Context: an optimization exercise on an open-source flow, tuned for small area, a short achievable clock period and few clock cycles. The choices shown serve that exercise and are no tape-out recipe.
Function was checked by simulation only, so behaviour that the tests miss may differ from the original.
No activity file was given, so power comes from the tool's default toggle rates.

===== design.v =====
package rid_pkg;
  localparam int unsigned SPEED_DEPTH = 10;
  localparam int unsigned ACCEL_DEPTH = 100;
  localparam int unsigned BLK         = 10;                      
  localparam int unsigned NBLK        = ACCEL_DEPTH / BLK - 1;   
  localparam logic [1:0] CMD_SPEED = 2'd0;
  localparam logic [1:0] CMD_ACCEL = 2'd1;
  localparam logic [1:0] CMD_EVAL  = 2'd2;
  localparam logic signed [15:0] SPEED_LIMIT_RST = -16'sd256;
  function automatic logic sgt(input logic [15:0] a, input logic [15:0] b);
    logic [15:0] g, l;
    logic [7:0]  g1, l1;
    logic [3:0]  g2, l2;
    logic [1:0]  g3, l3;
    g = {~a[15] & b[15], a[14:0] & ~b[14:0]};
    l = {a[15] & ~b[15], ~a[14:0] & b[14:0]};
    for (int i = 0; i < 8; i++) begin
      g1[i] = g[2*i+1] | (~l[2*i+1] & g[2*i]);
      l1[i] = l[2*i+1] | (~g[2*i+1] & l[2*i]);
    end
    for (int i = 0; i < 4; i++) begin
      g2[i] = g1[2*i+1] | (~l1[2*i+1] & g1[2*i]);
      l2[i] = l1[2*i+1] | (~g1[2*i+1] & l1[2*i]);
    end
    for (int i = 0; i < 2; i++) begin
      g3[i] = g2[2*i+1] | (~l2[2*i+1] & g2[2*i]);
      l3[i] = l2[2*i+1] | (~g2[2*i+1] & l2[2*i]);
    end
    sgt = g3[1] | (~l3[1] & g3[0]);
  endfunction
  function automatic logic [48:0] comb(input logic [48:0] a, input logic [48:0] b);
    logic sx, smx, smn;
    sx  = a[48] & sgt(a[47:32], b[47:32]);
    smx = a[48] & sgt(a[31:16], b[31:16]);
    smn = a[48] & sgt(b[15:0], a[15:0]);
    comb = {b[48], sx ? a[47:32] : b[47:32], smx ? a[31:16] : b[31:16],
            smn ? a[15:0] : b[15:0]};
  endfunction
  function automatic logic [48:0] combc(input logic [48:0] a, input logic [48:0] b,
                                        input logic [2:0] c);
    logic sx, smx, smn;
    sx  = a[48] & c[2];
    smx = a[48] & c[1];
    smn = a[48] & c[0];
    combc = {b[48], sx ? a[47:32] : b[47:32], smx ? a[31:16] : b[31:16],
             smn ? a[15:0] : b[15:0]};
  endfunction
  function automatic logic [2:0] combcmp(input logic [47:0] a, input logic [47:0] b);
    combcmp = {sgt(a[47:32], b[47:32]), sgt(a[31:16], b[31:16]), sgt(b[15:0], a[15:0])};
  endfunction
  function automatic logic spread_gt(input logic [15:0] zmax, input logic [15:0] zmin,
                                     input logic [15:0] thr);
    logic [17:0] a, b, c, s, k, t;
    a = {{2{zmax[15]}}, zmax};
    b = ~{{2{zmin[15]}}, zmin};
    c = ~{2'b00, thr};
    s = a ^ b ^ c;
    k = {(a[16:0] & b[16:0]) | (a[16:0] & c[16:0]) | (b[16:0] & c[16:0]), 1'b1};
    t = s + k;
    spread_gt = ~t[17];
  endfunction
  function automatic logic [17:0] conv_w(input logic [15:0] g);
    logic [21:0] a, b, c, d, s1, k1, s2, k2, u;
    a = {{1{g[15]}}, g, 5'd0};
    b = {{2{g[15]}}, g, 4'd0};
    c = {{6{g[15]}}, g};
    d = g[15] ? 22'd39 : 22'd40;
    s1 = a ^ b ^ c;
    k1 = {(a[20:0] & b[20:0]) | (a[20:0] & c[20:0]) | (b[20:0] & c[20:0]), 1'b0};
    s2 = s1 ^ k1 ^ d;
    k2 = {(s1[20:0] & k1[20:0]) | (s1[20:0] & d[20:0]) | (k1[20:0] & d[20:0]), 1'b0};
    u  = s2 + k2;
    conv_w = u[21:4];
  endfunction
  function automatic logic [23:0] conv_t(input logic [17:0] w);
    logic [23:0] a, b, c, d, s1, k1, s2, k2;
    a = {{6{w[17]}}, w};
    b = {{5{w[17]}}, w, 1'b0};
    c = {{2{w[17]}}, w, 4'd0};
    d = {{1{w[17]}}, w, 5'd0};
    s1 = a ^ b ^ c;
    k1 = {(a[22:0] & b[22:0]) | (a[22:0] & c[22:0]) | (b[22:0] & c[22:0]), 1'b0};
    s2 = s1 ^ k1 ^ d;
    k2 = {(s1[22:0] & k1[22:0]) | (s1[22:0] & d[22:0]) | (k1[22:0] & d[22:0]), 1'b0};
    conv_t = s2 + k2;
  endfunction
  function automatic logic [15:0] conv_q(input logic [23:0] t);
    logic [39:0] a, b, c, d, s1, k1, s2, k2, r;
    a = {{16{t[23]}}, t};
    b = {{8{t[23]}}, t, 8'd0};
    c = {t, 16'd0};
    d = 40'd1048576;
    s1 = a ^ b ^ c;
    k1 = {(a[38:0] & b[38:0]) | (a[38:0] & c[38:0]) | (b[38:0] & c[38:0]), 1'b0};
    s2 = s1 ^ k1 ^ d;
    k2 = {(s1[38:0] & k1[38:0]) | (s1[38:0] & d[38:0]) | (k1[38:0] & d[38:0]), 1'b0};
    r  = s2 + k2;
    conv_q = r[39:24];
  endfunction
endpackage
module rid_ram #(
  parameter int unsigned DEPTH = 100
) (
  input  logic                 clk_i,
  input  logic                 we_i,
  input  logic [15:0]          x_i,
  input  logic [15:0]          z_i,
  output logic [8:0][15:0]     x_o,     
  output logic [8:0][15:0]     z_o,
  output logic [3:0]           cx_o,    
  output logic [3:0]           cz_o     
);
  localparam int unsigned B0 = DEPTH - 10;    
  logic [15:0] x_q [DEPTH];
  logic [15:0] z_q [DEPTH];
  logic [7:0]  cx_q, cz_q;                    
  always_ff @(posedge clk_i) begin
    if (we_i) begin
      x_q[0] <= x_i;
      z_q[0] <= z_i;
      for (int i = 1; i < DEPTH; i++) begin
        x_q[i] <= x_q[i-1];
        z_q[i] <= z_q[i-1];
      end
      cx_q <= {cx_q[6:0], rid_pkg::sgt(x_q[B0-1], x_q[B0])};
      cz_q <= {cz_q[6:0], rid_pkg::sgt(z_q[B0-1], z_q[B0])};
    end
  end
  for (genvar k = 0; k < 9; k++) begin : g_out
    assign x_o[k] = x_q[DEPTH-9+k];
    assign z_o[k] = z_q[DEPTH-9+k];
  end
  for (genvar i = 0; i < 4; i++) begin : g_cmp
    assign cx_o[i] = cx_q[1+2*i];
    assign cz_o[i] = cz_q[1+2*i];
  end
endmodule
module rid_scan (
  input  logic                               clk_i,
  input  logic                               full_i,    
  input  logic [8:0][15:0]                   x_i,       
  input  logic [8:0][15:0]                   z_i,
  input  logic [3:0]                         cx_i,      
  input  logic [3:0]                         cz_i,      
  input  logic [47:0]                        p_i,       
  input  logic [rid_pkg::NBLK-1:0][47:0]     b_i,       
  input  logic [rid_pkg::NBLK-1:0]           bv_i,
  input  logic [3:0][2:0]                    cb_i,      
  output logic [47:0]                        st_o
);
  logic [48:0] o1 [5];
  logic [48:0] p1 [6];
  logic [48:0] a_o [3], a_p [3];    
  logic [48:0] c_o, c_p;            
  logic        full_a, full_c;
  logic [48:0] of, st;
  always_comb begin
    for (int i = 0; i < 4; i++)
      o1[i] = {1'b1,
               cx_i[i]  ? x_i[2*i] : x_i[2*i+1],
               cz_i[i]  ? z_i[2*i] : z_i[2*i+1],
               ~cz_i[i] ? z_i[2*i] : z_i[2*i+1]};
    o1[4] = {1'b1, x_i[8], z_i[8], z_i[8]};
    p1[0] = {1'b1, p_i};
    for (int i = 0; i < 4; i++)
      p1[i+1] = rid_pkg::combc({bv_i[2*i+1], b_i[2*i+1]}, {bv_i[2*i], b_i[2*i]}, cb_i[i]);
    p1[5] = {bv_i[8], b_i[8]};
  end
  always_ff @(posedge clk_i) begin
    a_o[0] <= rid_pkg::comb(o1[0], o1[1]);
    a_o[1] <= rid_pkg::comb(o1[2], o1[3]);
    a_o[2] <= o1[4];
    a_p[0] <= rid_pkg::comb(p1[1], p1[0]);
    a_p[1] <= rid_pkg::comb(p1[3], p1[2]);
    a_p[2] <= rid_pkg::comb(p1[5], p1[4]);
    full_a <= full_i;
  end
  always_ff @(posedge clk_i) begin
    c_o    <= rid_pkg::comb(rid_pkg::comb(a_o[0], a_o[1]), a_o[2]);
    c_p    <= rid_pkg::comb(a_p[2], rid_pkg::comb(a_p[1], a_p[0]));
    full_c <= full_a;
  end
  assign of = full_c ? c_o : {1'b1, 48'd0};
  assign st = rid_pkg::comb(of, c_p);
  always_ff @(posedge clk_i) begin
    st_o <= st[47:0];
  end
endmodule
module reverse_impact_detector_unit #(
  parameter int unsigned SPEED_DEPTH = rid_pkg::SPEED_DEPTH,
  parameter int unsigned ACCEL_DEPTH = rid_pkg::ACCEL_DEPTH
) (
  input  logic         clk_i,
  input  logic         rst_ni,
  input  logic         s_axis_tvalid,
  output logic         s_axis_tready,
  input  logic [79:0]  s_axis_tdata,
  input  logic [1:0]   s_axis_tuser,
  output logic         m_axis_tvalid,
  input  logic         m_axis_tready,
  output logic [55:0]  m_axis_tdata,
  input  logic         cfg_we_i,
  input  logic [1:0]   cfg_idx_i,
  input  logic [31:0]  cfg_data_i
);
  localparam int unsigned NBLK = rid_pkg::NBLK;
  logic signed [15:0] peak_thr_q;
  logic [15:0]        zspread_thr_q;
  logic [31:0]        hold_q;
  logic signed [15:0] limit_q;
  logic signed [19:0] lim10_q;
  always_ff @(posedge clk_i or negedge rst_ni) begin
    if (!rst_ni) begin
      peak_thr_q    <= '0;
      zspread_thr_q <= '0;
      hold_q        <= '0;
      limit_q       <= rid_pkg::SPEED_LIMIT_RST;
    end else if (cfg_we_i) begin
      case (cfg_idx_i)
        2'd0: peak_thr_q    <= cfg_data_i[15:0];
        2'd1: zspread_thr_q <= cfg_data_i[15:0];
        2'd2: hold_q        <= cfg_data_i;
        2'd3: limit_q       <= cfg_data_i[15:0];
        default: ;
      endcase
    end
  end
  always_ff @(posedge clk_i) begin
    lim10_q <= (20'(limit_q) <<< 3) + (20'(limit_q) <<< 1);
  end
  logic               tready_q;
  logic               acc;
  logic               s1s_q, s1a_q, s1e_q;
  logic signed [15:0] d_spd_q;
  logic [15:0]        d_ax_q, d_az_q;
  logic [31:0]        now1_q;
  logic [1:0]         rsv_q;    
  logic               e1_adv, e1_stuck, s1e_d, pop;
  logic [1:0]         rsv_adv;
  assign acc      = s_axis_tvalid & tready_q;
  assign e1_adv   = s1e_q & (rsv_q != 2'd2);
  assign e1_stuck = s1e_q & ~e1_adv;
  assign s1e_d    = (acc & (s_axis_tuser == rid_pkg::CMD_EVAL)) | e1_stuck;
  assign rsv_adv  = rsv_q + 2'(e1_adv);
  always_ff @(posedge clk_i or negedge rst_ni) begin
    if (!rst_ni) begin
      tready_q <= 1'b0;
      s1s_q    <= 1'b0;
      s1a_q    <= 1'b0;
      s1e_q    <= 1'b0;
      rsv_q    <= '0;
    end else begin
      tready_q <= ~(s1e_d & (rsv_adv == 2'd2));
      s1s_q    <= acc & (s_axis_tuser == rid_pkg::CMD_SPEED);
      s1a_q    <= acc & (s_axis_tuser == rid_pkg::CMD_ACCEL);
      s1e_q    <= s1e_d;
      rsv_q    <= rsv_adv - 2'(pop);
    end
  end
  always_ff @(posedge clk_i) begin
    d_spd_q <= s_axis_tdata[15:0];
    d_ax_q  <= s_axis_tdata[31:16];
    d_az_q  <= s_axis_tdata[47:32];
    if (acc) now1_q <= s_axis_tdata[79:48];
  end
  assign s_axis_tready = tready_q;
  logic signed [15:0]     spd_q [SPEED_DEPTH];
  logic [SPEED_DEPTH-1:0] spv_q;    
  logic signed [19:0]     sum_q;
  logic [15:0]            old;
  logic [19:0]            sa, sb, sc, ss, sk;
  assign old = spv_q[SPEED_DEPTH-1] ? spd_q[SPEED_DEPTH-1] : 16'd0;
  assign sa  = sum_q;
  assign sb  = {{4{d_spd_q[15]}}, d_spd_q};
  assign sc  = ~{{4{old[15]}}, old};
  assign ss = sa ^ sb ^ sc;
  assign sk = {(sa[18:0] & sb[18:0]) | (sa[18:0] & sc[18:0]) | (sb[18:0] & sc[18:0]), 1'b1};
  always_ff @(posedge clk_i or negedge rst_ni) begin
    if (!rst_ni) begin
      spv_q <= '0;
      sum_q <= '0;
    end else if (s1s_q) begin
      spv_q <= {spv_q[SPEED_DEPTH-2:0], 1'b1};
      sum_q <= ss + sk;
    end
  end
  always_ff @(posedge clk_i) begin
    if (s1s_q) begin
      spd_q[0] <= d_spd_q;
      for (int i = 1; i < SPEED_DEPTH; i++) spd_q[i] <= spd_q[i-1];
    end
  end
  logic        a2_q, a3_q, a4_q;
  logic [17:0] wx_q, wz_q;
  logic [23:0] tx_q, tz_q;
  logic [15:0] qx_q, qz_q;
  always_ff @(posedge clk_i or negedge rst_ni) begin
    if (!rst_ni) begin
      a2_q <= 1'b0;
      a3_q <= 1'b0;
      a4_q <= 1'b0;
    end else begin
      a2_q <= s1a_q;
      a3_q <= a2_q;
      a4_q <= a3_q;
    end
  end
  always_ff @(posedge clk_i) begin
    wx_q <= rid_pkg::conv_w(d_ax_q);
    wz_q <= rid_pkg::conv_w(d_az_q);
    tx_q <= rid_pkg::conv_t(wx_q);
    tz_q <= rid_pkg::conv_t(wz_q);
    qx_q <= rid_pkg::conv_q(tx_q);
    qz_q <= rid_pkg::conv_q(tz_q);
  end
  logic [8:0][15:0] old_x, old_z;
  logic [3:0]       old_cx, old_cz;
  rid_ram #(
    .DEPTH (ACCEL_DEPTH)
  ) u_win (
    .clk_i (clk_i),
    .we_i  (a4_q),
    .x_i   (qx_q),
    .z_i   (qz_q),
    .x_o   (old_x),
    .z_o   (old_z),
    .cx_o  (old_cx),
    .cz_o  (old_cz)
  );
  logic [47:0]            p_q;
  logic [NBLK-1:0][47:0]  b_q;
  logic [NBLK-1:0]        bv_q;
  logic [NBLK-2:0][2:0]   cb_q;
  logic [3:0]             m_q;
  logic [6:0]             wcnt_q;
  logic                   full_q;
  logic [48:0]            p_upd;
  logic                   push;
  assign p_upd = rid_pkg::comb({1'b1, qx_q, qz_q, qz_q}, {1'b1, p_q});
  assign push  = a4_q && (m_q == 4'd10);
  always_ff @(posedge clk_i or negedge rst_ni) begin
    if (!rst_ni) begin
      p_q    <= '0;
      bv_q   <= '0;
      m_q    <= 4'd10;
      wcnt_q <= '0;
      full_q <= 1'b0;
    end else if (a4_q) begin
      if (push) begin
        bv_q <= {bv_q[NBLK-2:0], 1'b1};
        p_q  <= {qx_q, qz_q, qz_q};
        m_q  <= 4'd1;
      end else begin
        p_q  <= p_upd[47:0];
        m_q  <= m_q + 4'd1;
      end
      if (!full_q) begin
        wcnt_q <= wcnt_q + 7'd1;
        if (wcnt_q == 7'd99) full_q <= 1'b1;
      end
    end
  end
  always_ff @(posedge clk_i) begin
    if (push) begin
      b_q  <= {b_q[NBLK-2:0], p_q};
      cb_q <= {cb_q[NBLK-3:0], rid_pkg::combcmp(b_q[0], p_q)};
    end
  end
  logic [3:0][2:0] cb_pair;
  for (genvar i = 0; i < 4; i++) begin : g_cb
    assign cb_pair[i] = cb_q[2*i];
  end
  logic [47:0] st;    
  rid_scan u_scan (
    .clk_i  (clk_i),
    .full_i (full_q),
    .x_i    (old_x),
    .z_i    (old_z),
    .cx_i   (old_cx),
    .cz_i   (old_cz),
    .p_i    (p_q),
    .b_i    (b_q),
    .bv_i   (bv_q),
    .cb_i   (cb_pair),
    .st_o   (st)
  );
  logic        e2_q, e3_q, e4_q, e5_q, e6_q, e7_q;
  logic        wp_q, rp_q;
  logic [31:0] snow_q [2];
  logic [19:0] ssum_q [2];
  logic        scs_q  [2];
  logic        cs2;
  assign cs2 = sum_q[19] & (sum_q > lim10_q);
  always_ff @(posedge clk_i or negedge rst_ni) begin
    if (!rst_ni) begin
      e2_q <= 1'b0;
      e3_q <= 1'b0;
      e4_q <= 1'b0;
      e5_q <= 1'b0;
      e6_q <= 1'b0;
      e7_q <= 1'b0;
      wp_q <= 1'b0;
      rp_q <= 1'b0;
    end else begin
      e2_q <= e1_adv;
      e3_q <= e2_q;
      e4_q <= e3_q;
      e5_q <= e4_q;
      e6_q <= e5_q;
      e7_q <= e6_q;
      if (e1_adv) wp_q <= ~wp_q;
      if (e7_q)   rp_q <= ~rp_q;
    end
  end
  always_ff @(posedge clk_i) begin
    if (e1_adv) snow_q[wp_q] <= now1_q;
    if (e2_q) begin
      ssum_q[~wp_q] <= sum_q;
      scs_q[~wp_q]  <= cs2;
    end
  end
  logic               det_q, lset_q, gta_q, gtb_q, ha5_q, ha6_q;
  logic [31:0]        da_q, db_q;
  logic [31:0]        onset_q;
  logic [31:0]        d10, d01, d0o, d1o, now7;
  logic               ha, gt, cond, det_d, set;
  logic [15:0]        xmax, zmax, zmin, spread;
  logic [55:0]        pd;
  assign ha   = e6_q | e7_q;
  assign now7 = snow_q[rp_q];
  assign d10  = snow_q[1] - snow_q[0];
  assign d01  = snow_q[0] - snow_q[1];
  assign d0o  = snow_q[0] - onset_q;
  assign d1o  = snow_q[1] - onset_q;
  always_ff @(posedge clk_i) begin
    da_q  <= rp_q ? d01 : d10;
    db_q  <= (rp_q ^ ha) ? d1o : d0o;
    ha5_q <= ha;
    gta_q <= da_q > hold_q;
    gtb_q <= db_q > hold_q;
    ha6_q <= ha5_q;
  end
  assign {xmax, zmax, zmin} = st;
  assign spread = zmax - zmin;
  assign gt     = (ha6_q & lset_q) ? gta_q : gtb_q;
  assign cond   = scs_q[rp_q] & rid_pkg::sgt(xmax, peak_thr_q) &
                  rid_pkg::spread_gt(zmax, zmin, zspread_thr_q);
  assign det_d  = cond | (det_q & ~gt);
  assign set    = cond & ~det_q;
  assign pd     = {3'b000, ssum_q[rp_q], spread, xmax, det_d};
  always_ff @(posedge clk_i or negedge rst_ni) begin
    if (!rst_ni) begin
      det_q   <= 1'b0;
      onset_q <= '0;
      lset_q  <= 1'b0;
    end else begin
      if (e7_q) begin
        lset_q <= set;
        det_q  <= det_d;
        if (set) onset_q <= now7;
      end
    end
  end
  logic [55:0] ent_q [2];
  logic        qwp_q, qrp_q, out_v_q;
  logic [1:0]  cnt_q;
  logic [55:0] out_q;
  logic        qrp_n;
  logic [1:0]  cnt_p;
  assign pop   = out_v_q & m_axis_tready;
  assign qrp_n = qrp_q ^ pop;
  assign cnt_p = cnt_q - 2'(pop);
  always_ff @(posedge clk_i or negedge rst_ni) begin
    if (!rst_ni) begin
      qwp_q   <= 1'b0;
      qrp_q   <= 1'b0;
      cnt_q   <= '0;
      out_v_q <= 1'b0;
    end else begin
      if (e7_q) qwp_q <= ~qwp_q;
      qrp_q   <= qrp_n;
      cnt_q   <= cnt_p + 2'(e7_q);
      out_v_q <= (cnt_p != 2'd0) | e7_q;
    end
  end
  always_ff @(posedge clk_i) begin
    if (e7_q) ent_q[qwp_q] <= pd;
    out_q <= (cnt_p == 2'd0) ? pd : ent_q[qrp_n];
  end
  assign m_axis_tvalid = out_v_q;
  assign m_axis_tdata  = out_q;
endmodule

===== flow/run.sh =====
#!/bin/bash
set -euo pipefail
W=$PWD
mkdir -p scripts_abc
for f in "$FLOW_HOME"/scripts/*; do
  ln -sfn "$f" "scripts_abc/$(basename "$f")"
done
rm -f scripts_abc/abc_speed.script
cp flow/abc_speed.script scripts_abc/abc_speed.script
sed 's|"\${@:-finish}"|SCRIPTS_DIR='"$W"'/scripts_abc "${@:-finish}"|' standard.sh > standard_synth_abc.sh
sed 's|"\${@:-finish}"|SETUP_SLACK_MARGIN=6.3 "${@:-finish}"|' standard.sh > standard_margin.sh
grep -q 'scripts_abc' standard_synth_abc.sh
grep -q 'SETUP_SLACK_MARGIN=6.3' standard_margin.sh
bash standard_synth_abc.sh synth > make_synth.log 2>&1
R=orfs/results/${FLOW_PLATFORM}/reverse_impact_detector_unit/base
md5sum "$R/1_2_yosys.v" > synth_netlist.md5
bash standard_margin.sh > make_flow.log 2>&1
if md5sum -c --status synth_netlist.md5; then
  echo "layout built on the delay-mapped synthesis" >> make_flow.log
else
  echo "WARNING: synthesis was run again by the layout make" >> make_flow.log
fi
test -f out/final.def

===== flow/abc_speed.script =====
strash
dch
map -D 2000
strash
dch
map -D 2000
buffer -c
topo
stime -c
upsize -c
dnsize -c

===== standard.sh =====
#!/bin/bash
# synth_recipe.tcl (not shown) runs the flow's synth.tcl, then flattens the netlist and writes it again
# the make line also repeats each setting of config.mk as NAME=value (left out here)
make -C /OpenROAD-flow-scripts/flow DESIGN_CONFIG=/design/flow/config.mk WORK_HOME=/design/flow/orfs CLKGATE_MAP_FILE= SYNTH_SCRIPT=/design/flow/synth_recipe.tcl "${@:-finish}"

===== config.mk =====
export PLATFORM = sky130hd
export DESIGN_NAME = reverse_impact_detector_unit
export DESIGN_NICKNAME = reverse_impact_detector_unit
export VERILOG_FILES = /design/flow/design.v
export SDC_FILE = /design/flow/constraint.sdc
export NUM_CORES = 4
export LEC_CHECK = 0
export CAP_MARGIN = 20
export CORE_MARGIN = 2
export CORE_UTILIZATION = 40
export SLEW_MARGIN = 20

===== constraint.sdc =====
create_clock -name core_clock -period 10.0 [get_ports {clk_i}]
set_input_delay 2.0000 -clock core_clock [delete_from_list [all_inputs] [get_ports {clk_i}]]
set_output_delay 2.0000 -clock core_clock [all_outputs]
set_load 0.01 [all_outputs]

==> metrics.md, run 1 <==
| Metric | Value |
|---|---|
| Synth Area in Adders | 5.27% |
| Area of the core | approximately 460000 um^2 |
| Clock transition at the register clock pins on the worst setup and hold paths after CTS | approximately 0.06 ns |
| Placed insts | between 15k and 20k |
| Final cell count without fillers | 19.7k |
| Insertion delay to the later sink of the worst-skew pair | slightly above 1 ns |
| HPWL reported at the end of detailed placement | between 200000 and 250000 um |
| Maximum fanout along the worst path | 11 |
| Iteration count of the initial detailed-routing pass | 6 |
| Detailed-route vias per instance | 4.80 |
| Highest clock frequency the design can meet | around 0.26 GHz |
| Req. time, crit path | approximately 11 ns |
| Num rows | roughly 250 |
| Leakage | between 0.07 and 0.08 uW |
| Effective utilization at floorplan | between 40% and 50% |
| Final setup skew | roughly 0.053 ns |
| Avg Synthesized Cell Area | 14.9 um^2 |
| Kind of start point of the critical path | flop |
| Wirelength per Cell | 16.5 um |
| Sw power | between 15000 and 20000 uW |
| Most area-consuming cells after synthesis | sky130_fd_sc_hd__edfxtp_1 66%, sky130_fd_sc_hd__dfxtp_1 7.8%, sky130_fd_sc_hd__ha_1 3.5% |
| Final max-slew violation count | 0 |
| Num ports | ~180 |
| Result of the run | no timing/DRC/antenna violations |
| Fraction of synthesized area in multiplexers | around 1.1% |
| Compound-Gate Fraction of Synth Area | about 7% |
| Number of hold-slack violations in the final timing report | 0 |
| Number of buffers added to fix hold violations after cts | 0 |
| TritonCTS buffer count | 520 |
| Number of H-tree levels | 6 |
| Post-synth top area cell | sky130_fd_sc_hd__edfxtp_1 |
| Post-Synth XOR/XNOR Area | 0.965% |
| Clk network pwr share | between 20% and 30% |
| Worst Path Buf+Inv | 3 |
| Arrival time of data at the critical path endpoint | 4.72 ns |
| Share of cells above drive strength 1 | 12.3% |
| Setup repair after global routing missed its margin | yes |
| Via count of the first global-routing pass | roughly 90k |
| Proportion of synthesized chip area in sequential cells | 77.1% |
| Floorplan die area | ~470000 um^2 |
| Number of max-cap violations | 0 |
| Worst-case clock buffer depth | 4 |
| P&R area growth vs syn | 16.3% |
| Most frequent cells in the layout | 4073 x sky130_fd_sc_hd__edfxtp_1, 1518 x sky130_fd_sc_hd__nand2_1, 1198 x sky130_fd_sc_hd__inv_1 |
| IO Port Bufs | between 150 and 200 |
| Area share of the leading cell type in the synthesized netlist | about two thirds |
| Number of unique standard cell types used by synthesis | 79 |
| Combinational family with the most area after synthesis | compound AO/OA/AOI/OAI gates |
| Synthesis warning total | 10 |
| Family with the most delay on the worst path | compound AO/OA/AOI/OAI gates |
| Max rail drop VDD | around 300 uV |
| Worst path slowest cell | sky130_fd_sc_hd__dfrtp_2 |
| Fill cell instance count of the final layout | roughly 40k |
| Share of power burned in combinational logic | just under 30% |
| Crit share post-route | a little under two fifths |
| Global router's overall resource usage | between 10% and 20% |
| Final antenna-violating net count | 0 |
| Slew HR | a little under a quarter |
| Internal Power | 43900 uW |
| Most common library cell in the layout ignoring fill and taps | sky130_fd_sc_hd__edfxtp_1 |
| DRC | 0 |
| Proportion of register bits with asynchronous set or reset after synthesis | 4.67% |
| Synthesized-area fraction occupied by and/or/nand/nor cells | approximately 5.6% |
| Post-Synthesis Cells | about 12k |
| Clock Sinks | a little over 5k |
| Routability cong. | ~0.83 |
| Via Count | 94.7k |
| Number of enable-type register cells in the synthesized netlist | between 4k and 5k |
| Remaining Overflow, GRT | 0 |
| Wire length of the first global-routing pass | about 500000 um |
| Initial DRC count | between 7k and 8k |
| Height of the chip | roughly 700 um |
| Drt total wl | 325000 um |
| Register bit total from synthesis | between 5k and 6k |
| Measured slew at the worst slew-check pin | 1.16 ns |
| Power density over the cells | between 200 and 300 nW/um^2 |
| Area of the mapped netlist | approximately 190000 um^2 |
| Root buffer cell | sky130_fd_sc_hd__clkbuf_16 |
| Min Clock Period, post-route | about 3.8 ns |
| Number of nets at the end of the flow | 14.0k |
| Critical setup path kind | flop to flop |
| Final sum of negative setup slack | 0 ns |
| Sequential cell fraction of total power | between 40% and 50% |
| Count of final setup violators | 0 |
| Largest net degree at the start of global routing | about 210 |
| Dominant synthesized flop cell | sky130_fd_sc_hd__edfxtp_1 |
| Delay of the slowest critical-path stage | 0.46 ns |
| Worst min-delay path category | flop to flop |
| Net switching fraction of the power | roughly 31% |
| Width of the die | approximately 680 um |
| Number of antenna violations at the first check in global routing | 3 |
| TritonCTS clock tree | done |
| Capturing element type of the critical path | flop |
cells in the mapped netlist (all sizes together), types with 11 or more instances:
master	count
xor2	171
a31oi	95
nand4	35
fa	162
ha	519
or2	49
inv	1215
nand3	187
a21boi	14
dfrtp	225
o31ai	31
buf	89
xnor2	33
o21ai	982
nand2	1561
o22ai	164
nor2	678
mux2i	36
nand3b	12
o311ai	11
a22oi	84
a32oi	11
clkbuf	150
a221oi	30
a21o	14
o21a	31
o221ai	39
mux2	145
a21oi	601
o21bai	17
dfxtp	724
a211oi	25
o211ai	31
nor3	49
edfxtp	4073
cell families after synthesis:
logic type	after synthesis
DFF	5032
xor gates and xnor gates	204
AOI/OAI and AO/OA	2251
and+or+nand+nor	2593
adders and majority gates	683
muxes	181
buffers and inverters	1455
other	1
metrics by stage:
stage | utilization (%) | hold slack, ns | worst slack, ns | total power (uW) | instance area [um^2]
5_1_grt | 46.7 | 0.344 | 5.91 | 67800 | 215000
2_1_floorplan | - | 0.310 | -17.47 | 37500 | 185000
3_5_place_dp | 42.2 | 0.315 | 4.93 | 41500 | 194000
3_3_place_gp | 42.2 | 0.312 | 4.85 | 41300 | 194000
6_report | 46.7 | 0.332 | 6.17 | 63800 | 215000
4_1_cts | 46.3 | 0.325 | 6.06 | 62800 | 213000
cell type report:
| class | instances | area (um^2) | share of cell area [%] |
|---|---|---|---|
| sequential | 5032 | 143000 | 66.4 |
| multi-input combinational | 5923 | 38700 | 18.0 |
| clock buffer | 688 | 14300 | 6.65 |
| tap | 6149 | 7690 | 3.57 |
| timing repair buffer | 460 | 4620 | 2.15 |
| inverter | 1216 | 4570 | 2.13 |
| clock inverter | 247 | 2500 | 1.16 |
| antenna | 3 | 7.51 | 0.00349 |
state kept, by name, indices dropped and copies added, names as in the netlist, 53 cells and up:
signal      flops
b_q           432
ent_q         106
out_q          53
snow_q         64
spd_q         160
u_scan.a_o    128
u_scan.a_p    146
u_win.x_q    1600
u_win.z_q    1600
power groups by stage:
| stage | combinational (uW) | clock [uW] | sequential (uW) |
|---|---|---|---|
| 6_report | 18500 | 18900 | 26400 |
| 4_1_cts | 16900 | 19500 | 26400 |
| 2_1_floorplan | 10700 | 0 | 26800 |
| 3_5_place_dp | 14600 | 0 | 26800 |
| 5_1_grt | 20900 | 20300 | 26600 |
| 3_3_place_gp | 14500 | 0 | 26800 |
layer usage:
metal / global-route usage (%) / vias up / routed length [um]
met5: 0 / - / 0
met4: 4.16 / 0 / 8800
met3: 2.05 / 574 / 13400
met2: 20.8 / 1706 / 148000
met1: 19.0 / 46230 / 155000
li1: - / 46164 / -
path summary, 6_finish.rpt:
check,start,to,slack [ns],depth (start not counted)
max,rp_q$_DFFE_PN0P_,db_q[30]$_DFF_P_,6.17,26
min,u_scan.full_a$_DFF_P_,u_scan.full_c$_DFF_P_,0.33,0
max reg2reg,rp_q$_DFFE_PN0P_,db_q[30]$_DFF_P_,6.17,26
min reg2reg,u_scan.full_a$_DFF_P_,u_scan.full_c$_DFF_P_,0.33,0
max in group asynchronous,rst_ni,bv_q[1]$_DFFE_PN0P_,7.77,2
min in group asynchronous,rst_ni,onset_q[1]$_DFFE_PN0P_,0.90,1
timing repair:
item                        CTS  global route
pin swaps                    99           135
gates cloned                 17             9
setup buffers                93            84
setup endpoints to repair  1432          1515
resized for setup           514           270
Testbench counts, summed over its fixed seeds: cycles 8,659.
==> inputs of run 2 (changes only) <==
--- a/design.v
+++ b/design.v
@@ -420,7 +420,8 @@
     end
   end
   logic               det_q, lset_q, gta_q, gtb_q, ha5_q, ha6_q;
-  logic [31:0]        da_q, db_q;
+  logic [31:0]        da_q, d0o_q, d1o_q;
+  logic               selb_q;
   logic [31:0]        onset_q;
   logic [31:0]        d10, d01, d0o, d1o, now7;
   logic               ha, gt, cond, det_d, set;
@@ -434,10 +435,12 @@
   assign d1o  = snow_q[1] - onset_q;
   always_ff @(posedge clk_i) begin
     da_q  <= rp_q ? d01 : d10;
-    db_q  <= (rp_q ^ ha) ? d1o : d0o;
+    d0o_q  <= d0o;
+    d1o_q  <= d1o;
+    selb_q <= rp_q ^ ha;
     ha5_q <= ha;
     gta_q <= da_q > hold_q;
-    gtb_q <= db_q > hold_q;
+    gtb_q <= (selb_q ? d1o_q : d0o_q) > hold_q;
     ha6_q <= ha5_q;
   end
   assign {xmax, zmax, zmin} = st;
==> metrics.md, run 2 <==
| Metric | Value |
|---|---|
| Result of the run | no timing/DRC/antenna violations |
| Min Clock Period, post-route | 3.89 ns (+0.0541 ns) |
| Floorplan die area | 473000 um^2 (+1.1%) |
| Cell types with the highest counts after synthesis | 4073 x sky130_fd_sc_hd__edfxtp_1, 1419 x sky130_fd_sc_hd__nand2_1, 1221 x sky130_fd_sc_hd__inv_1 |
| Dominant synthesized flop cell | sky130_fd_sc_hd__edfxtp_1 |
| Clock Sinks | 5065 (+0.66%) |
| Number of buffers added to fix hold violations after cts | 0 (unchanged) |
| Detailed-route vias per instance | 4.80 (about the same) |
| Req. time, crit path | 10.89 ns (about the same) |
| Met2 routed WL | 149000 um (+1.1%) |
| Net switching fraction of the power | 31.2% (+0.075 points) |
| Arrival time of data at the critical path endpoint | 4.78 ns (+0.06 ns) |
| DR top layer | met5 |
| Post-layout util | 46.4% (-0.31 points) |
| Sequential cell fraction of total power | 41.9% (+0.5 points) |
| Root buffer cell | sky130_fd_sc_hd__clkbuf_16 |
| Num rows | 251 (+0.80%) |
| Synthesis warning total | 10 (unchanged) |
| Share of cells above drive strength 1 | 12.8% (+0.51 points) |
| Area of the mapped netlist | 187000 um^2 (+1.1%) |
| Width of the die | 688 um (+0.53%) |
| Num ports | 179 (unchanged) |
| Most area-consuming cells after synthesis | sky130_fd_sc_hd__edfxtp_1 65%, sky130_fd_sc_hd__dfxtp_1 8.1%, sky130_fd_sc_hd__ha_1 3.7% |
| Sw power | 19800 uW (-0.35%) |
| Avg Synthesized Cell Area | 15.0 um^2 (+0.56%) |
| Via count of the first global-routing pass | 90.7k (+0.47%) |
| Number of hold-slack violations in the final timing report | 0 (unchanged) |
| Leakage | 0.0743 uW (+0.43%) |
| Count of final setup violators | 0 (unchanged) |
| Clk network pwr share | 28.9% (-0.7 points) |
| Setup repair after global routing missed its margin | yes |
| Wire length of the first global-routing pass | 505000 um (+0.75%) |
| Register bit total from synthesis | 5065 (+0.66%) |
| Insertion delay to the later sink of the worst-skew pair | 1.02 ns (about the same) |
| Iteration count of the initial detailed-routing pass | 8 (+2) |
| Crit share post-route | 38.9% (+0.54 points) |
| Wire length the detailed router placed on met1 | 156000 um (+0.28%) |
| Post-synth top area cell | sky130_fd_sc_hd__edfxtp_1 |
| Kind of start point of the critical path | flop |
| Final sum of negative setup slack | 0 ns (unchanged) |
| Slew HR | 28.4% (+5.6 points) |
| Clock transition at the register clock pins on the worst setup and hold paths after CTS | 0.06 ns (about the same) |
| Final antenna-violating net count | 0 (unchanged) |
| Remaining Overflow, GRT | 0 (unchanged) |
| Via Count | 95.2k (+0.51%) |
| Number of nets at the end of the flow | 14.0k (+0.48%) |
| Number of antenna violations at the first check in global routing | 16 (+13) |
| Wire length on met3 | 14600 um (+9.0%) |
| Routability cong. | 0.823 (-1.3%) |
| Proportion of synthesized chip area in sequential cells | 76.6% (-0.47 points) |
| Biggest registers after layout | u_win.x_q x1600, u_win.z_q x1600, b_q x432 |
| TritonCTS clock tree | done |
| Measured slew at the worst slew-check pin | 1.07 ns (-0.0834 ns) |
| Critical setup path kind | flop to flop |
| Most common library cell in the layout ignoring fill and taps | sky130_fd_sc_hd__edfxtp_1 |
| Final max-slew violation count | 0 (unchanged) |
| Max rail drop VDD | 428 uV (+44%) |
| Final worst setup slack | 6.11 ns (-0.0541 ns) |
| Height of the chip | 688 um (+0.53%) |
| Area share of the leading cell type in the synthesized netlist | 65.4% (-0.70 points) |
| Proportion of register bits with asynchronous set or reset after synthesis | 4.64% (-0.030 points) |
| Power density over the cells | 293 nW/um^2 (-1.2%) |
| TritonCTS buffer count | 485 (-6.7%) |
| Global router's overall resource usage | 13.3% (+0.021 points) |
| Internal Power | 43600 uW (-0.70%) |
| Area of the core | 466000 um^2 (+1.3%) |
| Post-Synthesis Cells | 12.5k (+0.51%) |
| Effective utilization at floorplan | 40.1% (-0.082 points) |
| Share of power burned in combinational logic | 29.2% (+0.2 points) |
| Highest clock frequency the design can meet | 0.257 GHz (-1.4%) |
| Number of max-cap violations | 0 (unchanged) |
| Wirelength per Cell | 16.5 um (+0.41%) |
| Most used standard cell by instance count after synthesis | sky130_fd_sc_hd__edfxtp_1 |
| IO Port Bufs | 175 (unchanged) |
| DRC | 0 (unchanged) |
| Most frequent cells in the layout | 4073 x sky130_fd_sc_hd__edfxtp_1, 1387 x sky130_fd_sc_hd__nand2_1, 1209 x sky130_fd_sc_hd__inv_1 |
| Largest net degree at the start of global routing | 204 (-0.49%) |
| Worst-case clock buffer depth | 4 (unchanged) |
| Final setup skew | 0.0747 ns (+0.0214 ns) |
| HPWL reported at the end of detailed placement | 205000 um (+1.5%) |
| Setup WS pre-CTS | 5.38 ns (+0.454 ns) |
| Drt total wl | 328000 um (+0.92%) |
| Worst min-delay path category | flop to flop |
| Capturing element type of the critical path | flop |
| Initial DRC count | 7582 (-3.3%) |
| Number of enable-type register cells in the synthesized netlist | 4073 (unchanged) |
| P&R area growth vs syn | 15.8% |
| Number of H-tree levels | 5 (-1) |
| Number of unique standard cell types used by synthesis | 93 (+18%) |
| Maximum fanout along the worst path | 8 (-3) |
## run 2: cell types whose count changed in the layout (fill, tap and decap cells not counted), sizes merged, moves of 16 or more
cell	previous run	this run
clkinv	173	202
dfxtp	724	757
o221ai	39	57
xor2	171	208
a21oi	601	625
mux2	145	191
nand2	1561	1424
a31oi	100	119
clkbuf	692	620
buf	315	335
nand3	188	204
o21ai	982	942
ha	519	550
## run 2: timing repair
item / 4_1_cts / 5_1_grt
hold endpoints to repair: 0 / 0
endpoints found under the setup margin: 1180 / 1206
gates cloned: 12 / 5
pin swaps: 86 / 151
buffers inserted: 102 / 94
gates resized for setup: 499 / 321
## run 2: kinds of logic after synthesis
logic type	Yosys count	share of synthesized area, %
AND/OR/NAND/NOR	2480	5.34
flip-flops	5065	76.6
multiplexers	234	1.38
buffers and inverters	1466	3.03
XOR/XNOR	238	1.11
AO/OA/AOI/OAI	2263	7.06
adder cells (fa/ha/maj)	716	5.44
other	1	0.00200
## run 2: per-layer routing
| metal | vias to the layer above | track usage, % |
|---|---|---|
| li1 | 46464 | - |
| met3 | 559 | 2.03 |
| met1 | 46423 | 19.1 |
| met4 | 2 | 3.79 |
| met2 | 1707 | 20.9 |
| met5 | - | 0 |
## run 2: final timing paths
kind | start | end | slack [ns] | cells after the start
hold reg to reg | u_win.z_q[99][10]$_DFFE_PP_ | u_scan.a_o[2][26]$_DFF_P_ | 0.33 | 0
hold / removal | u_win.z_q[99][10]$_DFFE_PP_ | u_scan.a_o[2][26]$_DFF_P_ | 0.33 | 0
setup / recovery | zspread_thr_q[1]$_DFFE_PN0P_ | onset_q[23]$_DFFE_PN0P_ | 6.11 | 22
min in group asynchronous | rst_ni | s1e_q$_DFF_PN0_ | 1.00 | 1
max in group asynchronous | rst_ni | a4_q$_DFF_PN0_ | 7.48 | 2
setup reg to reg | zspread_thr_q[1]$_DFFE_PN0P_ | onset_q[23]$_DFFE_PN0P_ | 6.11 | 22
## run 2: cell type report
class                      instances  area, um^2
clock buffer                     617       13100
sequential                      5065      144000
tap                             6198        7750
multi-input combinational       5942       40000
inverter                        1230        4660
antenna                            3        7.51
clock inverter                   298        3000
timing repair buffer             464        4530
fill                           40037      250000
## run 2: stage by stage
stage	hold slack (ns)	cells	total power (uW)	cell area, um^2
2_1_floorplan	0.310	12465	37600	187000
3_3_place_gp	0.311	18686	41200	196000
3_5_place_dp	0.317	18686	41300	196000
4_1_cts	0.317	19715	61900	214000
5_1_grt	0.331	19816	67300	217000
6_report	0.327	19817	63400	217000
## run 2: power groups by stage
stage	registers (uW)	logic [uW]	clock network, uW
2_1_floorplan	27000	10600	0
5_1_grt	26800	20800	19700
3_5_place_dp	27000	14300	0
6_report	26600	18500	18300
3_3_place_gp	27000	14200	0
4_1_cts	26600	16400	18900
## run 2: worst max-delay path, stage by stage (launching register included)
cell	delay [ns]
sky130_fd_sc_hd__dfrtp_1	0.34
sky130_fd_sc_hd__inv_2	0.05
sky130_fd_sc_hd__fa_1	0.48
sky130_fd_sc_hd__ha_1	0.30
sky130_fd_sc_hd__a21oi_2	0.14
sky130_fd_sc_hd__o21bai_1	0.08
sky130_fd_sc_hd__a21oi_1	0.14
sky130_fd_sc_hd__o21bai_1	0.07
sky130_fd_sc_hd__a31oi_1	0.15
sky130_fd_sc_hd__o21ai_1	0.09
sky130_fd_sc_hd__o21bai_1	0.12
sky130_fd_sc_hd__o211ai_1	0.09
sky130_fd_sc_hd__a21o_1	0.17
sky130_fd_sc_hd__a311oi_2	0.34
sky130_fd_sc_hd__xnor2_2	0.17
sky130_fd_sc_hd__nand2_2	0.12
sky130_fd_sc_hd__nor3_4	0.16
sky130_fd_sc_hd__buf_6	0.15
sky130_fd_sc_hd__buf_12	0.11
sky130_fd_sc_hd__buf_6	0.11
sky130_fd_sc_hd__buf_16	0.15
sky130_fd_sc_hd__o21ai_2	0.06
sky130_fd_sc_hd__o22ai_1	0.14
Testbench counts of run 2, summed over its fixed seeds: cycles 8,659.
==> inputs of run 3 (changes only) <==
--- a/config.mk
+++ b/config.mk
@@ -8,4 +8,7 @@
 export CAP_MARGIN = 20
 export CORE_MARGIN = 2
 export CORE_UTILIZATION = 40
+export CTS_BUF_LIST = sky130_fd_sc_hd__clkbuf_8
+export CTS_CLUSTER_DIAMETER = 60
+export CTS_CLUSTER_SIZE = 12
 export SLEW_MARGIN = 20
==> metrics.md, run 3 <==
| Metric | Value |
|---|---|
| Initial DRC count | 7428 (-2.0%) |
| Share of cells above drive strength 1 | 11.7% (-1.0 points) |
| Area of the core | 466000 um^2 (unchanged) |
| Dominant synthesized flop cell | sky130_fd_sc_hd__edfxtp_1 |
| Setup WS pre-CTS | 5.38 ns (unchanged) |
| Area share of the leading cell type in the synthesized netlist | 65.4% (unchanged) |
| TritonCTS buffer count | 483 (-0.41%) |
| Fill cell instance count of the final layout | 40.8k (+2.0%) |
| HPWL reported at the end of detailed placement | 205000 um (unchanged) |
| Measured slew at the worst slew-check pin | 1.09 ns (+0.0195 ns) |
| Avg Synthesized Cell Area | 15.0 um^2 (unchanged) |
| Insertion delay to the later sink of the worst-skew pair | 1.18 ns (+0.16 ns) |
| Remaining Overflow, GRT | 0 (unchanged) |
| Number of enable-type register cells in the synthesized netlist | 4073 (unchanged) |
| Global router's overall resource usage | 13.2% (-0.081 points) |
| Num rows | 251 (unchanged) |
| Largest net degree at the start of global routing | 204 (unchanged) |
| Proportion of register bits with asynchronous set or reset after synthesis | 4.64% (unchanged) |
| Via count of the first global-routing pass | 90.5k (-0.24%) |
| Result of the run | no timing/DRC/antenna violations |
| Number of antenna violations at the first check in global routing | 16 (unchanged) |
| Cells traversed along the worst timing path | inv_2, fa_1, ha_1, a21oi_2, o21bai_1, a21oi_1, o21bai_1, a31oi_1, o21ai_1, o21bai_1, o211ai_1, a21o_1, a311oi_2, xnor2_2, nand2_2, nor3_4, buf_6, buf_6, buf_12, buf_16, o21ai_2, o22ai_1 |
| Leakage | 0.0716 uW (-3.6%) |
| Critical path destination | onset_q[20]$_DFFE_PN0P_ |
| Most area-consuming cells after synthesis | sky130_fd_sc_hd__edfxtp_1 65%, sky130_fd_sc_hd__dfxtp_1 8.1%, sky130_fd_sc_hd__ha_1 3.7% |
| DRC | 0 (unchanged) |
| Crit share post-route | 38.5% (-0.36 points) |
| Effective utilization at floorplan | 40.1% (unchanged) |
| Proportion of synthesized chip area in sequential cells | 76.6% (unchanged) |
| Number of unique standard cell types used by synthesis | 93 (unchanged) |
| Area of the mapped netlist | 187000 um^2 (unchanged) |
| Compound-Gate Fraction of Synth Area | 7.06% (unchanged) |
| Final sum of negative setup slack | 0 ns (unchanged) |
| Register bit total from synthesis | 5065 (unchanged) |
| Height of the chip | 688 um (unchanged) |
| Drt total wl | 326000 um (-0.45%) |
| Root buffer cell | sky130_fd_sc_hd__clkbuf_8 |
| Number of nets at the end of the flow | 14.0k (-0.021%) |
| Floorplan die area | 473000 um^2 (unchanged) |
| Wirelength per Cell | 16.6 um (+0.19%) |
| IO Port Bufs | 175 (unchanged) |
| Min Clock Period, post-route | 3.85 ns (-0.0362 ns) |
| Startpoint of the lowest-slack register-to-register path | zspread_thr_q[1]$_DFFE_PN0P_ |
| Wire length of the first global-routing pass | 502000 um (-0.55%) |
| Clock Sinks | 5065 (unchanged) |
| End of the worst register-to-register path | onset_q[20]$_DFFE_PN0P_ |
| Worst path slowest cell | sky130_fd_sc_hd__fa_1 |
| Highest clock frequency the design can meet | 0.260 GHz (+0.94%) |
| Delay of the slowest critical-path stage | 0.48 ns (about the same) |
| Routability cong. | 0.823 (unchanged) |
| Worst min-delay path category | flop to flop |
| Setup repair after global routing missed its margin | yes |
| Most frequent cells in the layout | 4073 x sky130_fd_sc_hd__edfxtp_1, 1425 x sky130_fd_sc_hd__inv_1, 1385 x sky130_fd_sc_hd__nand2_1 |
| Post-Synth XOR/XNOR Area | 1.11% (unchanged) |
| Critical setup path kind | flop to flop |
| Power density over the cells | 272 nW/um^2 (-7.1%) |
| Via Count | 94.6k (-0.59%) |
| Count of final setup violators | 0 (unchanged) |
| Cell types with the highest counts after synthesis | 4073 x sky130_fd_sc_hd__edfxtp_1, 1419 x sky130_fd_sc_hd__nand2_1, 1221 x sky130_fd_sc_hd__inv_1 |
| Synth Area in Adders | 5.44% (unchanged) |
| Combinational family with the most area after synthesis | compound AO/OA/AOI/OAI gates |
| Post-route cell area | 209000 um^2 (-3.5%) |
| Clock transition at the register clock pins on the worst setup and hold paths after CTS | 0.09 ns (+0.03 ns) |
| Num ports | 179 (unchanged) |
| Detailed-route vias per instance | 4.80 (about the same) |
| P&R area growth vs syn | 11.8% |
| Number of max-cap violations | 0 (unchanged) |
| Kind of start point of the critical path | flop |
| Width of the die | 688 um (unchanged) |
| Iteration count of the initial detailed-routing pass | 6 (-2) |
| Synthesis warning total | 10 (unchanged) |
| Capturing element type of the critical path | flop |
| Max rail drop VDD | 436 uV (+2.1%) |
| Post-layout util | 44.8% (-1.6 points) |
| Length in cells of the worst reg-to-reg path | 22 (unchanged) |
| Final setup skew | 0.0998 ns (+0.0252 ns) |
| Worst-case clock buffer depth | 4 (unchanged) |
| Final antenna-violating net count | 0 (unchanged) |
| Beginning of the worst hold path | u_win.x_q[99][3]$_DFFE_PP_ |
| Cell repeated most along the worst path | sky130_fd_sc_hd__o21bai_1 |
| Number of H-tree levels | 5 (unchanged) |
| Most common library cell in the layout ignoring fill and taps | sky130_fd_sc_hd__edfxtp_1 |
| Final worst setup slack | 6.15 ns (+0.0362 ns) |
| Post-synth top area cell | sky130_fd_sc_hd__edfxtp_1 |
| Total placed instance area | 196000 um^2 (unchanged) |
| Flop2flop setup slack | 6.15 ns (+0.04 ns) |
| Number of buffers added to fix hold violations after cts | 0 (unchanged) |
| TritonCTS clock tree | done |
| Source of the critical timing path | zspread_thr_q[1]$_DFFE_PN0P_ |
| Synthesized-area fraction occupied by and/or/nand/nor cells | 5.34% (unchanged) |
| Fraction of synthesized area in multiplexers | 1.38% (unchanged) |
| Number of hold-slack violations in the final timing report | 0 (unchanged) |
| Slew HR | 27.1% (-1.3 points) |
| Final max-slew violation count | 0 (unchanged) |
| Maximum fanout along the worst path | 8 (unchanged) |
| Req. time, crit path | 11.06 ns (+0.17 ns) |
| Most used standard cell by instance count after synthesis | sky130_fd_sc_hd__edfxtp_1 |
| Post-Synthesis Cells | 12.5k (unchanged) |
| Arrival time of data at the critical path endpoint | 4.91 ns (+0.13 ns) |
| Biggest registers after layout | u_win.x_q x1600, u_win.z_q x1600, b_q x432 |
run 3: changes by cell type in the layout (fill, tap and decap cells not counted), moves of 35 or more:
cell / before / now
sky130_fd_sc_hd__clkinv_2: 97 / 12
sky130_fd_sc_hd__buf_6: 60 / 111
sky130_fd_sc_hd__clkbuf_8: 26 / 503
sky130_fd_sc_hd__clkinv_1: 79 / 6
sky130_fd_sc_hd__clkbuf_16: 498 / 2
sky130_fd_sc_hd__bufinv_16: 45 / 10
sky130_fd_sc_hd__buf_2: 45 / 1
sky130_fd_sc_hd__clkbuf_1: 96 / 0
sky130_fd_sc_hd__inv_1: 1209 / 1425
run 3: per-layer routing:
layer / up-vias / GRT usage (%) / share of wire (%)
li1: 46175 / - / -
met1: 46152 / 19.1 / 48
met2: 1705 / 20.8 / 45
met3: 556 / 1.92 / 4.5
met4: 2 / 3.60 / 2.5
met5: - / 0 / 0.0040
run 3: per-stage QoR:
step | total power [uW] | std cells | hold WS (ns)
floorplan | 37600 | 12465 | 0.310
global placement | 41200 | 18686 | 0.311
detailed placement | 41300 | 18686 | 0.317
CTS | 55400 | 19597 | 0.327
global route | 60700 | 19690 | 0.330
finish | 56900 | 19691 | 0.322
run 3: cells by family after synthesis:
group | Yosys count
and+or+nand+nor | 2480
buffers and inverters | 1466
AOI/OAI and AO/OA | 2263
xor gates and xnor gates | 238
muxes | 234
other | 1
DFF | 5065
adders and majority gates | 716
run 3: critical path: cells and delay by family, from the launching register on:
kind | cells | cell delay (ns)
AND/OR/NAND/NOR | 2 | 0.28
buffers and inverters | 5 | 0.57
XOR/XNOR | 1 | 0.17
AO/OA/AOI/OAI | 12 | 1.58
adder cells (fa/ha/maj) | 2 | 0.78
flip-flops | 1 | 0.35
run 3: worst min-delay path by stage:
| stage | endpoint | slack, ns | cells after the start |
|---|---|---|---|
| after floorplan | ha6_q$_DFF_P_ | 0.31 | 0 |
| after global placement | ha6_q$_DFF_P_ | 0.31 | 0 |
| after detailed placement | ha6_q$_DFF_P_ | 0.32 | 0 |
| after CTS | u_scan.a_o[2][35]$_DFF_P_ | 0.33 | 0 |
| after global routing | u_win.z_q[26][9]$_DFFE_PP_ | 0.33 | 0 |
| final | u_scan.a_o[2][35]$_DFF_P_ | 0.32 | 0 |
run 3: cell type report:
type                    instances  area (um^2)  share of cell area [%]
clock buffers                 501         6900                    3.30
well taps                    6198         7750                    3.71
inverters                    1230         4660                    2.23
flip-flops and latches       5065       144000                    68.7
multi-input cells            5942        39900                    19.1
diodes                          3         7.51                 0.00359
clock inverters               289         1620                   0.775
repair buffers                463         4710                    2.25
run 3: power by group:
| group | total [uW] | internal [uW] | switching [uW] |
|---|---|---|---|
| logic | 18600 | 8290 | 10400 |
| clock network | 11600 | 4890 | 6740 |
| registers | 26600 | 25000 | 1660 |
run 3: timing repair:
| action | CTS | global route |
|---|---|---|
| endpoints found under the hold margin | 0 | 0 |
| buffers inserted | 111 | 84 |
| pin swaps | 106 | 175 |
| resized for setup | 636 | 292 |
| gates cloned | 10 | 7 |
| endpoints found under the setup margin | 1182 | 1173 |
==> inputs of run 4 (changes only) <==
--- a/design.v
+++ b/design.v
@@ -419,25 +419,24 @@
       scs_q[~wp_q]  <= cs2;
     end
   end
-  logic               det_q, lset_q, gta_q, gtb_q, ha5_q, ha6_q;
+  logic               det_q, lset_q, gta_q, gtb_q, ha5_q, ha6_q, dl_q, set1_q;
   logic [31:0]        da_q, d0o_q, d1o_q;
   logic               selb_q;
   logic [31:0]        onset_q;
-  logic [31:0]        d10, d01, d0o, d1o, now7;
+  logic [31:0]        d10, d01, d0o, d1o;
   logic               ha, gt, cond, det_d, set;
   logic [15:0]        xmax, zmax, zmin, spread;
   logic [55:0]        pd;
-  assign ha   = e6_q | e7_q;
-  assign now7 = snow_q[rp_q];
+  assign ha   = e6_q | e7_q | dl_q;
   assign d10  = snow_q[1] - snow_q[0];
   assign d01  = snow_q[0] - snow_q[1];
   assign d0o  = snow_q[0] - onset_q;
   assign d1o  = snow_q[1] - onset_q;
   always_ff @(posedge clk_i) begin
-    da_q  <= rp_q ? d01 : d10;
+    da_q   <= (rp_q ^ dl_q) ? d01 : d10;
     d0o_q  <= d0o;
     d1o_q  <= d1o;
-    selb_q <= rp_q ^ ha;
+    selb_q <= rp_q ^ (e6_q | e7_q);
     ha5_q <= ha;
     gta_q <= da_q > hold_q;
     gtb_q <= (selb_q ? d1o_q : d0o_q) > hold_q;
@@ -456,12 +455,16 @@
       det_q   <= 1'b0;
       onset_q <= '0;
       lset_q  <= 1'b0;
+      dl_q    <= 1'b0;
+      set1_q  <= 1'b0;
     end else begin
+      dl_q   <= e7_q;
+      set1_q <= e7_q & set;
       if (e7_q) begin
         lset_q <= set;
         det_q  <= det_d;
-        if (set) onset_q <= now7;
       end
+      if (set1_q) onset_q <= snow_q[~rp_q];
     end
   end
   logic [55:0] ent_q [2];
==> metrics.md, run 4 <==
| Metric | Value |
|---|---|
| Final max-slew violation count | 0 (unchanged) |
| Area of the mapped netlist | 187000 um^2 (about the same) |
| Startpoint of the lowest-slack register-to-register path | onset_q[0]$_DFFE_PN0P_ |
| Post-Synthesis Cells | 12.5k (+0.30%) |
| Req. time, crit path | 8.00 ns (-3.06 ns) |
| Final antenna-violating net count | 0 (unchanged) |
| Dominant synthesized flop cell | sky130_fd_sc_hd__edfxtp_1 |
| Number of enable-type register cells in the synthesized netlist | 4073 (unchanged) |
| Worst-case clock buffer depth | 4 (unchanged) |
| Remaining Overflow, GRT | 0 (unchanged) |
| Number of unique standard cell types used by synthesis | 87 (-6.5%) |
| Width of the die | 688 um (about the same) |
| Power density over the cells | 267 nW/um^2 (-1.8%) |
| Drt total wl | 324000 um (-0.85%) |
| Proportion of synthesized chip area in sequential cells | 76.7% (about the same) |
| Area of the core | 466000 um^2 (unchanged) |
| Num ports | 179 (unchanged) |
| Arrival time of data at the critical path endpoint | 1.80 ns (-3.11 ns) |
| Beginning of the worst hold path | u_win.z_q[99][10]$_DFFE_PP_ |
| Height of the chip | 688 um (about the same) |
| Register bit total from synthesis | 5067 (+0.039%) |
| Largest net degree at the start of global routing | 185 (-9.3%) |
| Worst Path Buf+Inv | 1 (-4) |
| TritonCTS clock tree | done |
| End of the worst register-to-register path | d1o_q[30]$_DFF_P_ |
| IO Port Bufs | 175 (unchanged) |
| Cells traversed along the worst timing path | buf_6 |
| Highest clock frequency the design can meet | 0.263 GHz (+1.3%) |
| Setup repair after global routing missed its margin | yes |
| Leakage | 0.0713 uW (-0.38%) |
| Final sum of negative setup slack | 0 ns (unchanged) |
| HPWL reported at the end of detailed placement | 206000 um (+0.58%) |
| Number of hold-slack violations in the final timing report | 0 (unchanged) |
| Critical setup path kind | flop to output pin |
| Most used standard cell by instance count after synthesis | sky130_fd_sc_hd__edfxtp_1 |
| Area share of the leading cell type in the synthesized netlist | 65.4% (about the same) |
| Max rail drop VDD | 330 uV (-24%) |
| Clock Sinks | 5067 (+0.039%) |
| Min Clock Period, post-route | 3.80 ns (-0.0492 ns) |
| Share of cells above drive strength 1 | 10.8% (-0.91 points) |
| Detailed-route vias per instance | 4.79 (-0.34%) |
| Worst path slowest cell | sky130_fd_sc_hd__dfrtp_2 |
| Proportion of register bits with asynchronous set or reset after synthesis | 4.68% (+0.038 points) |
| Iteration count of the initial detailed-routing pass | 6 (unchanged) |
| Synthesis warning total | 10 (unchanged) |
| TritonCTS buffer count | 483 (unchanged) |
| Biggest registers after layout | u_win.x_q x1600, u_win.z_q x1600, b_q x432 |
| Num rows | 251 (unchanged) |
| Global router's overall resource usage | 13.1% (-0.096 points) |
| Cell types with the highest counts after synthesis | 4073 x sky130_fd_sc_hd__edfxtp_1, 1462 x sky130_fd_sc_hd__nand2_1, 1205 x sky130_fd_sc_hd__inv_1 |
| Length in cells of the worst reg-to-reg path | 20 (-9.1%) |
| Effective utilization at floorplan | 40.1% (about the same) |
| Via Count | 94.2k (-0.41%) |
| Floorplan die area | 473000 um^2 (about the same) |
| Final setup skew | 0.143 ns (+0.0431 ns) |
| Flop2flop setup slack | 6.30 ns (+0.15 ns) |
| Insertion delay to the later sink of the worst-skew pair | 1.21 ns (+0.03 ns) |
| Measured slew at the worst slew-check pin | 1.03 ns (-0.0669 ns) |
| Via count of the first global-routing pass | 89.4k (-1.2%) |
| Number of H-tree levels | 5 (unchanged) |
| Avg Synthesized Cell Area | 15.0 um^2 (-0.35%) |
| Slew HR | 31.6% (+4.5 points) |
| Number of antenna violations at the first check in global routing | 6 (-10) |
| Capturing element type of the critical path | output pin |
| DRC | 0 (unchanged) |
| Delay of the slowest critical-path stage | 0.46 ns (-0.02 ns) |
| Maximum fanout along the worst path | 2 (-6) |
| Wire length of the first global-routing pass | 497000 um (-1.0%) |
| Post-route cell area | 208000 um^2 (-0.39%) |
| Crit share post-route | 38.0% (-0.49 points) |
| Count of final setup violators | 0 (unchanged) |
| Family with the most delay on the worst path | flip-flops |
| Worst min-delay path category | flop to flop |
| Number of nets at the end of the flow | 14.0k (-0.11%) |
| Most area-consuming cells after synthesis | sky130_fd_sc_hd__edfxtp_1 65%, sky130_fd_sc_hd__dfxtp_1 8.1%, sky130_fd_sc_hd__ha_1 3.7% |
| Kind of start point of the critical path | flop |
| Routability cong. | 0.826 (+0.41%) |
| Total placed instance area | 196000 um^2 (about the same) |
| Hold Path Stages | 0 (unchanged) |
| End of the worst hold path | u_scan.a_o[2][26]$_DFF_P_ |
| P&R area growth vs syn | 11.4% |
| Number of max-cap violations | 0 (unchanged) |
| Initial DRC count | 7487 (+0.79%) |
| Root buffer cell | sky130_fd_sc_hd__clkbuf_8 |
| Most common library cell in the layout ignoring fill and taps | sky130_fd_sc_hd__edfxtp_1 |
| Post-synth top area cell | sky130_fd_sc_hd__edfxtp_1 |
| Result of the run | no timing/DRC/antenna violations |
| Wirelength per Cell | 16.4 um (-0.77%) |
| Most frequent cells in the layout | 4073 x sky130_fd_sc_hd__edfxtp_1, 1427 x sky130_fd_sc_hd__nand2_1, 1417 x sky130_fd_sc_hd__inv_1 |
| Clock transition at the register clock pins on the worst setup and hold paths after CTS | 0.09 ns (about the same) |
[run 4: cell count changes after synthesis, moves of 19 or more]
cell,before,now
sky130_fd_sc_hd__clkbuf_1,131,151
sky130_fd_sc_hd__a21oi_1,618,676
sky130_fd_sc_hd__nand3_1,202,175
sky130_fd_sc_hd__o22ai_1,158,139
sky130_fd_sc_hd__buf_2,82,57
sky130_fd_sc_hd__nor2_1,680,661
sky130_fd_sc_hd__nand2_1,1419,1462
sky130_fd_sc_hd__o21ai_1,66,96
[run 4: how the worst max path moves through the flow]
stage                      startpoint  depth (start not counted)                 end  slack [ns]
floorplan              a4_q$_DFF_PN0_                          9  p_q[6]$_DFFE_PN0P_      -13.99
global placement        m_axis_tready                         11    out_q[4]$_DFF_P_        5.30
detailed placement      m_axis_tready                         11    out_q[9]$_DFF_P_        5.31
CTS                 out_v_q$_DFF_PN0_                          1       m_axis_tvalid        5.99
global route        out_v_q$_DFF_PN0_                          1       m_axis_tvalid        6.07
finish              out_v_q$_DFF_PN0_                          1       m_axis_tvalid        6.20
[run 4: area by class of cell]
class | instances | area, um^2
Fill cell | 40948 | 258000
Sequential cell | 5067 | 144000
Multi-Input combinational cell | 5998 | 39600
Tap cell | 6198 | 7750
Clock buffer | 495 | 6810
Inverter | 1214 | 4610
Timing Repair Buffer | 404 | 4010
Clock inverter | 296 | 1800
Antenna cell | 3 | 7.51
Timing Repair inverter | 1 | 5.00
[run 4: through the flow]
| step | instances | setup slack, ns | utilization (%) | total power [uW] | hold slack, ns |
|---|---|---|---|---|---|
| after global placement | 18727 | 5.30 | 42.1 | 41100 | 0.318 |
| final | 19676 | 6.20 | 44.7 | 55600 | 0.318 |
| after floorplan | 12503 | -13.99 | - | 37300 | 0.310 |
| after detailed placement | 18727 | 5.31 | 42.1 | 41300 | 0.318 |
| after CTS | 19581 | 5.99 | 44.3 | 54700 | 0.304 |
| after global routing | 19674 | 6.07 | 44.7 | 59500 | 0.313 |
[run 4: cell families (layout without fill, tap and decap cells)]
logic type | after synthesis | count (layout) | synth area share (%)
compound gates | 2330 | 2337 | 7.17
buf+inv | 1449 | 2410 | 2.98
simple gates | 2491 | 2495 | 5.36
mux | 216 | 216 | 1.27
xor+xnor | 233 | 233 | 1.09
other cells | 1 | 6 | 0.00201
fa+ha+maj | 714 | 714 | 5.43
flops | 5067 | 5067 | 76.7
[run 4: power by group]
| part | internal, uW | total (uW) | switching [uW] |
|---|---|---|---|
| Combinational | 7460 | 17400 | 9970 |
| Clock | 4910 | 11700 | 6790 |
| Sequential | 24900 | 26500 | 1590 |
| Total | 37300 | 55600 | 18400 |
[run 4: timing repair]
item / in CTS / in global routing
setup buffers: 60 / 78
resized for setup: 552 / 252
endpoints found under the setup margin: 1044 / 1107
hold buffers: 0 / 0
cloned: 3 / 12
pin swaps: 53 / 135
[run 4: per-layer routing]
metal | vias up | global-route usage [%] | wire [um]
met4 | 6 | 3.74 | 7890
met3 | 521 | 1.96 | 13800
met2 | 1573 | 20.4 | 145000
met1 | 45862 | 19.1 | 156000
li1 | 46236 | - | -
met5 | - | 0 | 42
Testbench counts of run 4, summed over its fixed seeds: cycles 8,659.

==> afterwards: timing with drivers on the ports <==
Ports are ideal in the flow. The routed layouts listed here were re-timed in OpenROAD.
Step 1: set_driving_cell puts a clkbuf_16 on clk_i and a buf_2 on each other input, an assumption about the parent block.
Step 2 moves the port delays by t, midway between the first and last clock arrival at a register: inputs arrive t later, outputs are due t later. That takes back most of the time a late clock gives input paths.
a / b / c = no drivers / after step 1 / after step 2; a / b = the first two.
| run | t, ns | slack for setup (ns) | worst hold slack (ns) |
|---|---|---|---|
| run 1 | 1.095 | 6.167 / 6.167 / 5.590 | 0.332 / 0.332 / 0.332 |
| run 2 | 1.089 | 6.113 / 6.113 / 5.426 | 0.327 / 0.327 / 0.327 |
| run 3 | 1.236 | 6.149 / 6.134 / 5.415 | 0.322 / 0.322 / 0.322 |
| run 4 | 1.239 | 6.198 / 6.099 / 5.372 | 0.318 / 0.318 / 0.318 |
After both steps setup and hold are still met in every run listed. For run 4, which loses most, drivers alone change the setup slack by -0.099 ns; drivers and shift together by -0.826 ns.
